Context: an optimization exercise on an open-source flow, tuned for small area and a short achievable clock period. The choices shown serve that exercise and are no tape-out recipe. Only simulation tests tie the RTL to the original design; equivalence was not proved.

## v6
Design mode_switch_pipe, start of the top module:
module mode_switch_pipe #(
    parameter int WIDTH    = 12,
    parameter int LANES    = 4,
    parameter int Q        = 3329,
    parameter int MULT_LAT = 3
) (
    input  logic                   clk,
    input  logic                   rst_n,
    input  logic                   in_valid,
    output logic                   in_ready,
    input  logic [LANES*WIDTH-1:0] in_data,
    input  logic [LANES*WIDTH-1:0] in_tw,
    input  logic                   bf_valid,
    input  logic [LANES*WIDTH-1:0] bf_data,
    input  logic [LANES*WIDTH-1:0] bf_tw,
    output logic                   fwd_valid,
    output logic [LANES*WIDTH-1:0] fwd_data,
    output logic                   ret_valid,
    output logic [LANES*WIDTH-1:0] ret_data,
    input  logic                   mode_req,
    input  logic                   mode_in,
    output logic                   mode,
    output logic                   mode_ack
);
    localparam int DW = LANES * WIDTH;
    logic [2:0] fwd_vld;
    logic [2:0] ret_vld;
    logic       mode_r;
    logic       pending;
    logic       pending_mode;
    logic       ack_r;
    logic [DW-1:0]       mul_a0, mul_b0, byp0, byp1, fwd2, ret2, res;
    logic [LANES*24-1:0] prod, prod1;
    wire accept  = in_valid && !pending;
    wire drained = !(|fwd_vld) && !(|ret_vld) && !bf_valid;
    always_ff @(posedge clk or negedge rst_n) begin
        if (!rst_n) begin
            fwd_vld <= '0;
            ret_vld <= '0;
        end else begin
            fwd_vld <= {fwd_vld[1:0], accept};
            ret_vld <= {ret_vld[1:0], bf_valid};
        end
    end
    for (genvar i = 0; i < LANES; i++) begin : g_lane
        msp_mul12 u_mul (.a(mul_a0[i*WIDTH +: WIDTH]), .b(mul_b0[i*WIDTH +: WIDTH]), .p(prod[i*24 +: 24]));
        msp_red   u_red (.p(prod1[i*24 +: 24]), .r(res[i*WIDTH +: WIDTH]));
    end
    always_ff @(posedge clk) begin
        mul_a0 <= mode_r ? bf_data : in_data;
        mul_b0 <= mode_r ? bf_tw   : in_tw;
        byp0   <= mode_r ? in_data : bf_data;
        prod1  <= prod;
        byp1   <= byp0;
        fwd2   <= mode_r ? byp1 : res;
        ret2   <= mode_r ? res  : byp1;
    end
    always_ff @(posedge clk or negedge rst_n) begin
  ...
==> module msp_red, before the edit <==
module msp_red (input logic [23:0] p, output logic [11:0] r);
    logic rc_1;
    logic rc_2;
    logic rc_3;
    logic rc_4;
    logic rc_5;
    logic rc_6;
    logic rc_7;
    logic rc_8;
    logic rc_9;
    logic rc_10;
    logic rc_11;
    logic rc_12;
    logic rc_13;
    logic rc_14;
    logic rc_15;
    logic rc_16;
    logic rc_17;
    logic rc_18;
    logic rc_19;
    logic rc_20;
    logic rc_21;
    logic rc_22;
    logic rc_23;
    logic rc_24;
    logic rc_25;
    logic rc_26;
    logic rc_27;
    logic rc_28;
    logic rc_29;
    logic rc_30;
    logic rc_31;
    logic rc_32;
    logic rc_33;
    logic rc_34;
    logic rc_35;
    logic rc_36;
    logic rc_37;
    logic rc_38;
    logic rc_39;
    logic rc_40;
    logic rc_41;
    logic rc_42;
    logic rc_43;
    logic rc_44;
    logic rc_45;
    logic rc_46;
    logic rc_47;
    logic rc_48;
    logic rc_49;
    logic rc_50;
    logic rc_51;
    logic rc_52;
    logic rc_53;
    logic rc_54;
    logic rc_55;
    logic rc_56;
    logic rc_57;
    logic rc_58;
    logic rc_59;
    logic rc_60;
    logic rc_61;
    logic rc_62;
    logic rc_63;
    logic rc_64;
    logic rc_65;
    logic rc_66;
    logic rc_67;
    logic rc_68;
    logic rc_69;
    logic rc_70;
    logic rc_71;
    logic rc_72;
    logic rc_73;
    logic rc_74;
    assign {rc_2, rc_1} = {p[0]} + {~p[12]} + {~p[14]};
    assign {rc_4, rc_3} = {p[1]} + {~p[13]} + {~p[15]};
    assign {rc_6, rc_5} = {p[2]} + {~p[14]} + {~p[16]};
    assign {rc_8, rc_7} = {p[20]} + {p[22]};
    assign {rc_10, rc_9} = {p[3]} + {~p[15]} + {~p[17]};
    assign {rc_12, rc_11} = {p[21]} + {p[23]};
    assign {rc_14, rc_13} = {p[4]} + {~p[16]} + {~p[18]};
    assign {rc_16, rc_15} = {p[5]} + {~p[17]};
    assign {rc_18, rc_17} = {p[8]} + {~p[12]};
    assign {rc_20, rc_19} = {p[9]} + {~p[13]} + {~p[15]};
    assign {rc_22, rc_21} = {p[10]} + {p[12]} + {~p[16]};
    assign {rc_24, rc_23} = {p[11]} + {p[13]};
    assign {rc_26, rc_25} = {rc_1} + {p[18]};
    assign {rc_28, rc_27} = {rc_2} + {rc_3} + {p[19]};
    assign {rc_30, rc_29} = {rc_4} + {rc_5} + {rc_7};
    assign {rc_32, rc_31} = {rc_6} + {rc_8} + {rc_9};
    assign {rc_34, rc_33} = {rc_10} + {rc_12} + {rc_13};
    assign {rc_36, rc_35} = {rc_14} + {rc_15} + {~p[19]};
    assign {rc_38, rc_37} = {rc_16} + {p[6]} + {~p[18]};
    assign {rc_40, rc_39} = {p[7]} + {~p[19]};
    assign {rc_42, rc_41} = {rc_17} + {~p[14]} + {p[18]};
    assign {rc_44, rc_43} = {rc_18} + {rc_19} + {p[19]};
    assign {rc_46, rc_45} = {rc_20} + {rc_21} + {~p[18]};
    assign {rc_48, rc_47} = {rc_22} + {rc_23} + {~p[17]};
    assign {rc_50, rc_49} = {rc_25} + {p[20]};
    assign {rc_52, rc_51} = {rc_26} + {rc_27} + {p[21]};
    assign {rc_54, rc_53} = {rc_28} + {rc_29} + {1'b1};
    assign {rc_56, rc_55} = {rc_30} + {rc_31} + {rc_11};
    assign {rc_58, rc_57} = {rc_32} + {rc_33} + {p[22]};
    assign {rc_60, rc_59} = {rc_34} + {rc_35} + {p[23]};
    assign {rc_62, rc_61} = {rc_36} + {rc_37} + {~p[20]};
    assign {rc_64, rc_63} = {rc_38} + {rc_39} + {~p[21]};
    assign {rc_66, rc_65} = {rc_40} + {rc_41} + {~p[22]};
    assign {rc_68, rc_67} = {rc_42} + {rc_43} + {~p[23]};
    assign {rc_70, rc_69} = {rc_44} + {rc_45} + {1'b1};
    assign {rc_72, rc_71} = {rc_46} + {rc_47} + {~p[19]};
    assign {rc_74, rc_73} = {rc_48} + {rc_24};
    logic [13:0] s;
    logic [12:0] c0, r0;
    logic [13:0] c1, r1;
    assign s = {rc_74, rc_72, rc_70, rc_68, rc_66, rc_64, rc_62, rc_60, rc_58, rc_56, rc_54, rc_52, rc_50, rc_49} + {1'b0, rc_73, rc_71, rc_69, rc_67, rc_65, rc_63, rc_61, rc_59, rc_57, rc_55, rc_53, rc_51, 1'b1};
    always_comb begin
        case (s[13:11])
            3'd0: begin c0 = 13'd0; c1 = 14'd13055; end
            3'd1: begin c0 = 13'd0; c1 = 14'd13055; end
            3'd2: begin c0 = 13'd4863; c1 = 14'd9726; end
            3'd3: begin c0 = 13'd4863; c1 = 14'd9726; end
            3'd4: begin c0 = 13'd1534; c1 = 14'd6397; end
            3'd5: begin c0 = 13'd6397; c1 = 14'd3068; end
            3'd6: begin c0 = 13'd6397; c1 = 14'd3068; end
            3'd7: begin c0 = 13'd3068; c1 = 14'd16123; end
            default: begin c0 = 13'd0; c1 = 14'd0; end
        endcase
    end
    assign r0 = s[12:0] + c0;
    assign r1 = s + c1;
    assign r  = r1[13] ? r0[11:0] : r1[11:0];
endmodule
==> flow/config.mk <==
export PLATFORM = sky130hd
export DESIGN_NAME = mode_switch_pipe
export DESIGN_NICKNAME = mode_switch_pipe
export VERILOG_FILES = /design/flow/design.v
export SDC_FILE = /design/flow/constraint.sdc
export NUM_CORES = 4
export LEC_CHECK = 0
export CAP_MARGIN = 20
export CORE_MARGIN = 2
export CORE_UTILIZATION = 40
export SLEW_MARGIN = 20
==> flow/constraint.sdc <==
create_clock -name core_clock -period 25.0 [get_ports {clk}]
set_input_delay 5.0000 -clock core_clock [delete_from_list [all_inputs] [get_ports {clk}]]
set_output_delay 5.0000 -clock core_clock [all_outputs]
set_load 0.01 [all_outputs]
run.sh (not shown) runs the stock make flow with config.mk's settings and CLKGATE_MAP_FILE= SYNTH_SCRIPT=/design/flow/synth_recipe.tcl, a recipe that flattens the netlist after the stock synthesis.
## Diff of input files: v7 against v6
-- flow/design.v --
<<< v6, line 527
    assign {rc_72, rc_71} = {rc_46} + {rc_47} + {~p[19]};
    assign {rc_74, rc_73} = {rc_48} + {rc_24};
    logic [13:0] s;
    logic [12:0] c0, r0;
    logic [13:0] c1, r1;
    assign s = {rc_74, rc_72, rc_70, rc_68, rc_66, rc_64, rc_62, rc_60, rc_58, rc_56, rc_54, rc_52, rc_50, rc_49} + {1'b0, rc_73, rc_71, rc_69, rc_67, rc_65, rc_63, rc_61, rc_59, rc_57, rc_55, rc_53, rc_51, 1'b1};
    always_comb begin
        case (s[13:11])
            3'd0: begin c0 = 13'd0; c1 = 14'd13055; end
            3'd1: begin c0 = 13'd0; c1 = 14'd13055; end
            3'd2: begin c0 = 13'd4863; c1 = 14'd9726; end
            3'd3: begin c0 = 13'd4863; c1 = 14'd9726; end
            3'd4: begin c0 = 13'd1534; c1 = 14'd6397; end
            3'd5: begin c0 = 13'd6397; c1 = 14'd3068; end
            3'd6: begin c0 = 13'd6397; c1 = 14'd3068; end
            3'd7: begin c0 = 13'd3068; c1 = 14'd16123; end
            default: begin c0 = 13'd0; c1 = 14'd0; end
        endcase
    end
    assign r0 = s[12:0] + c0;
    assign r1 = s + c1;
    assign r  = r1[13] ? r0[11:0] : r1[11:0];
endmodule
>>> v7, line 527
    assign {rc_72, rc_71} = {rc_46} + {rc_47} + {~p[19]};
    assign {rc_74, rc_73} = {rc_48} + {rc_24};
    logic [13:0] ra, rb;
    logic [3:0]  t;
    logic [12:0] c0, r0;
    logic [13:0] c1, r1;
    assign ra = {rc_74, rc_72, rc_70, rc_68, rc_66, rc_64, rc_62, rc_60, rc_58, rc_56, rc_54, rc_52, rc_50, rc_49};
    assign rb = {1'b0, rc_73, rc_71, rc_69, rc_67, rc_65, rc_63, rc_61, rc_59, rc_57, rc_55, rc_53, rc_51, 1'b1};
    assign t  = ra[13:10] + rb[13:10];
    always_comb begin
        case (t)
            4'd0: begin c0 = 13'd0; c1 = 14'd13055; end
            4'd1: begin c0 = 13'd0; c1 = 14'd13055; end
            4'd2: begin c0 = 13'd0; c1 = 14'd13055; end
            4'd3: begin c0 = 13'd0; c1 = 14'd13055; end
            4'd4: begin c0 = 13'd0; c1 = 14'd13055; end
            4'd5: begin c0 = 13'd4863; c1 = 14'd9726; end
            4'd6: begin c0 = 13'd4863; c1 = 14'd9726; end
            4'd7: begin c0 = 13'd4863; c1 = 14'd9726; end
            4'd8: begin c0 = 13'd1534; c1 = 14'd6397; end
            4'd9: begin c0 = 13'd1534; c1 = 14'd6397; end
            4'd10: begin c0 = 13'd1534; c1 = 14'd6397; end
            4'd11: begin c0 = 13'd1534; c1 = 14'd6397; end
            4'd12: begin c0 = 13'd6397; c1 = 14'd3068; end
            4'd13: begin c0 = 13'd6397; c1 = 14'd3068; end
            4'd14: begin c0 = 13'd6397; c1 = 14'd3068; end
            4'd15: begin c0 = 13'd6397; c1 = 14'd3068; end
            default: begin c0 = 13'd0; c1 = 14'd0; end
        endcase
    end
    assign r0 = ra[12:0] + rb[12:0] + c0;
    assign r1 = ra + rb + c1;
    assign r  = r1[13] ? r0[11:0] : r1[11:0];
endmodule
Results
- v7 and v6 ended up with nearly the same clock latency reported for the late side of the worst-skew pair.
- [v7] compound-cell area share of the yosys netlist fell 2.0 points relative to v6
- The setup slack of v7 is larger than that of v6.
- Looking only at cell area after layout, and setting everything else aside, the lower value of v7 and v6 goes to v6.
- Post-synthesis average cell area ended up 0.18 um^2 higher on v7 than on v6.
- Compared with v6, v7 shows die area higher by 2900 um^2.

==> re-timing with driven ports <==
No port has a modelled driver above. Below, the same layouts with a new extraction and two added sets of constraints.
Step 1, drivers: a clkbuf_16 drives clk and a buf_2 each remaining input, both assumed.
Step 2 adds t to the input delays and takes it off the output delays; t is the mean of the earliest and latest rising clock arrival at the registers after step 1. Input paths then give back, and output paths get back, about the clock's delay inside the block.
Slacks: ideal ports / drivers / drivers and shift; pairs: ideal ports / drivers.
| run | t (ns) | setup slack, ns | worst hold slack (ns) |
|---|---|---|---|
| v6 | 0.671 | 16.963 / 16.963 / 16.963 | 0.305 / 0.305 / 0.305 |
| v7 | 0.674 | 17.804 / 17.743 / 17.804 | 0.321 / 0.321 / 0.321 |
After both steps setup and hold are still met in every run listed.
